This is an optimization exercise on Yosys and OpenROAD, whose aim is small area, not a production implementation.
In this exercise RTL edits were held to simulation tests only and were not proved equivalent to the original.
Power figures rest on the tool's default switching activity, not on a simulated workload.

## chol_update_top
module chol_update_top (
  input  logic                    clk,
  input  logic                    rst,
  input  logic                    start,
  input  chol_mem_pkg::em_idx_t   row_k,
  input  chol_types_pkg::sample_t u_sample,
  input  chol_types_pkg::sample_t vec_sample,
  input  logic                    sample_valid,
  input  logic                    rd_req,
  input  chol_mem_pkg::em_idx_t   rd_row,
  input  chol_mem_pkg::em_idx_t   rd_col,
  output logic                    band_req,
  output chol_mem_pkg::em_idx_t   band_col,
  output logic [$clog2(8)-1:0]      band_idx,
  output chol_types_pkg::word_t   rd_data,
  output logic                    rd_valid,
  output logic                    busy,
  output logic                    done
);
Settings: LEC_CHECK=0, CAP_MARGIN=20, CORE_MARGIN=2, CORE_UTILIZATION=40, GPL_TIMING_DRIVEN=0, SLEW_MARGIN=20; clock period 12.0 ns.
standard.sh (not shown) runs the stock make flow with config.mk's settings and CLKGATE_MAP_FILE= SYNTH_SCRIPT=/design/flow/synth_recipe.tcl, a recipe that flattens the netlist after the stock synthesis.
==> flow/flow/run.sh <==
#!/bin/bash
# Standard ORFS layout (unchanged synthesis, floorplan, placement, routing)
# with two changes: ports get the smallest buffer (buf_1) instead of the
# default clkdlybuf4s50_1, and the clock tree uses clkbuf_8 leaf buffers on
# smaller sink clusters without dummy loads.
set -o pipefail
export BUFFER_PORTS_ARGS="-buffer_cell sky130_fd_sc_hd__buf_1"
export CTS_ARGS="-sink_clustering_enable -repair_clock_nets -dont_use_dummy_load -buf_list sky130_fd_sc_hd__clkbuf_8 -root_buf sky130_fd_sc_hd__clkbuf_16 -sink_clustering_size 14 -sink_clustering_max_diameter 60"
bash standard.sh > standard.log 2>&1
Change:
Settings changed: GPL_TIMING_DRIVEN 0 to not set.
Effect: Core utilization is lower by 0.70 points. Register-to-register slack gains 140 ps. First-iteration DRC count went up by roughly a tenth. Clock-buffer cell count came out higher by 2. Via count came out lower by a few percent. Synthesized cell count is unchanged. Cell area goes down slightly. Wire length came out lower by a few percent. Global-route usage came out lower by 0.52 points. Power went down slightly.
Change:
--- a/flow/flow/run.sh
+++ b/flow/flow/run.sh
@@ -7,3 +7,3 @@
 export BUFFER_PORTS_ARGS="-buffer_cell sky130_fd_sc_hd__buf_1"
-export CTS_ARGS="-sink_clustering_enable -repair_clock_nets -dont_use_dummy_load -buf_list sky130_fd_sc_hd__clkbuf_8 -root_buf sky130_fd_sc_hd__clkbuf_16 -sink_clustering_size 14 -sink_clustering_max_diameter 60"
+export CTS_ARGS="-sink_clustering_enable -repair_clock_nets -dont_use_dummy_load -buf_list sky130_fd_sc_hd__clkbuf_4 -root_buf sky130_fd_sc_hd__clkbuf_16 -sink_clustering_size 10 -sink_clustering_max_diameter 45"
 bash standard.sh > standard.log 2>&1
What happened:
- combinational power stays flat
- worst setup slack gets worse by 30 ps
- die area does not change
- final cell count came out higher by 0.81%
- sequential share of layout area grows by 0.43 points
- first-iteration DRC count rises by 4.4%
- register-to-register slack is worse by 30 ps
- routed wire length hardly moves
- global-route usage barely changes
- synthesized cell count is unchanged
- clock-buffer cell count climbs by 15

========
Another version of the RTL of chol_update_top (not shown whole).
Size: roughly 440 flip-flops, ~15000 sq um of cells after synthesis.
Settings: LEC_CHECK=0, CAP_MARGIN=20, CORE_MARGIN=2, CORE_UTILIZATION=40, SLEW_MARGIN=20; clock period 12.0 ns.
==> flow/flow/run.sh <==
#!/bin/bash
# Standard ORFS layout (unchanged synthesis, floorplan, placement, routing)
# with two changes: ports get the smallest buffer (buf_1) instead of the
# default clkdlybuf4s50_1, and the clock tree uses clkbuf_4 leaf buffers on
# small sink clusters under a clkbuf_16 root, without dummy loads.
set -o pipefail
export BUFFER_PORTS_ARGS="-buffer_cell sky130_fd_sc_hd__buf_1"
export CTS_ARGS="-sink_clustering_enable -repair_clock_nets -dont_use_dummy_load -buf_list sky130_fd_sc_hd__clkbuf_4 -root_buf sky130_fd_sc_hd__clkbuf_8 -tree_buf sky130_fd_sc_hd__clkbuf_8 -sink_clustering_size 10 -sink_clustering_max_diameter 45"
bash standard.sh > standard.log 2>&1
The first run completed without violations.
Next try:
==> flow/flow/run.sh (replaced) <==
#!/bin/bash
# Standard ORFS layout (unchanged synthesis, floorplan, placement, routing)
# with two changes: ports get the smallest buffer (buf_1) instead of the
# default clkdlybuf4s50_1, and the clock tree uses clkbuf_4 leaf buffers on
# small sink clusters under clkbuf_8 root and tree buffers, without dummy
# loads.
set -o pipefail
export BUFFER_PORTS_ARGS="-buffer_cell sky130_fd_sc_hd__buf_1"
export CTS_ARGS="-sink_clustering_enable -repair_clock_nets -dont_use_dummy_load -buf_list sky130_fd_sc_hd__clkbuf_4 -root_buf sky130_fd_sc_hd__clkbuf_8 -tree_buf sky130_fd_sc_hd__clkbuf_8 -sink_clustering_size 10 -sink_clustering_max_diameter 35"
bash standard.sh > standard.log 2>&1
Outcome: Count of clock-buffer cells in the layout came out higher by 14. Setup slack improves by 0.044 ns. Clock power came out higher by 13%. Power climbs by 2.4%. Combinational power barely changes. Cell count grows by 0.75%. Via count went up by 1.1%. Sequential cell count does not change. Wire length went up by 0.59%. Critical path depth is unchanged. Non-clock buffer count is unchanged.

## re-timing with driven ports
The flow's constraints put no driver on any port. The routed layouts listed below were extracted and timed again, unchanged, in two steps. Step 1, drivers: a clkbuf_16 drives clk and a buf_2 each remaining input, both assumed. Step 2 moves the port delays by t, midway between the first and last clock arrival at a register: inputs arrive t later, outputs are due t later. That takes back most of the time a late clock gives input paths. Three values: ideal, step 1, step 2; two values: the first two.
run	shift t [ns]	setup WS [ns]	worst hold slack (ns)
the first run of note 1	0.548	0.357 / 0.357 / 0.357	0.311 / 0.311 / 0.311
the second run of note 1	0.535	0.498 / 0.498 / 0.498	0.295 / 0.295 / 0.295
the third run of note 1	0.550	0.468 / 0.468 / 0.468	0.298 / 0.298 / 0.298
the first run of note 2	0.603	0.656 / 0.656 / 0.656	0.309 / 0.309 / 0.309
the second run of note 2	0.601	0.700 / 0.700 / 0.700	0.279 / 0.279 / 0.279
After both steps setup and hold are still met in every run listed.
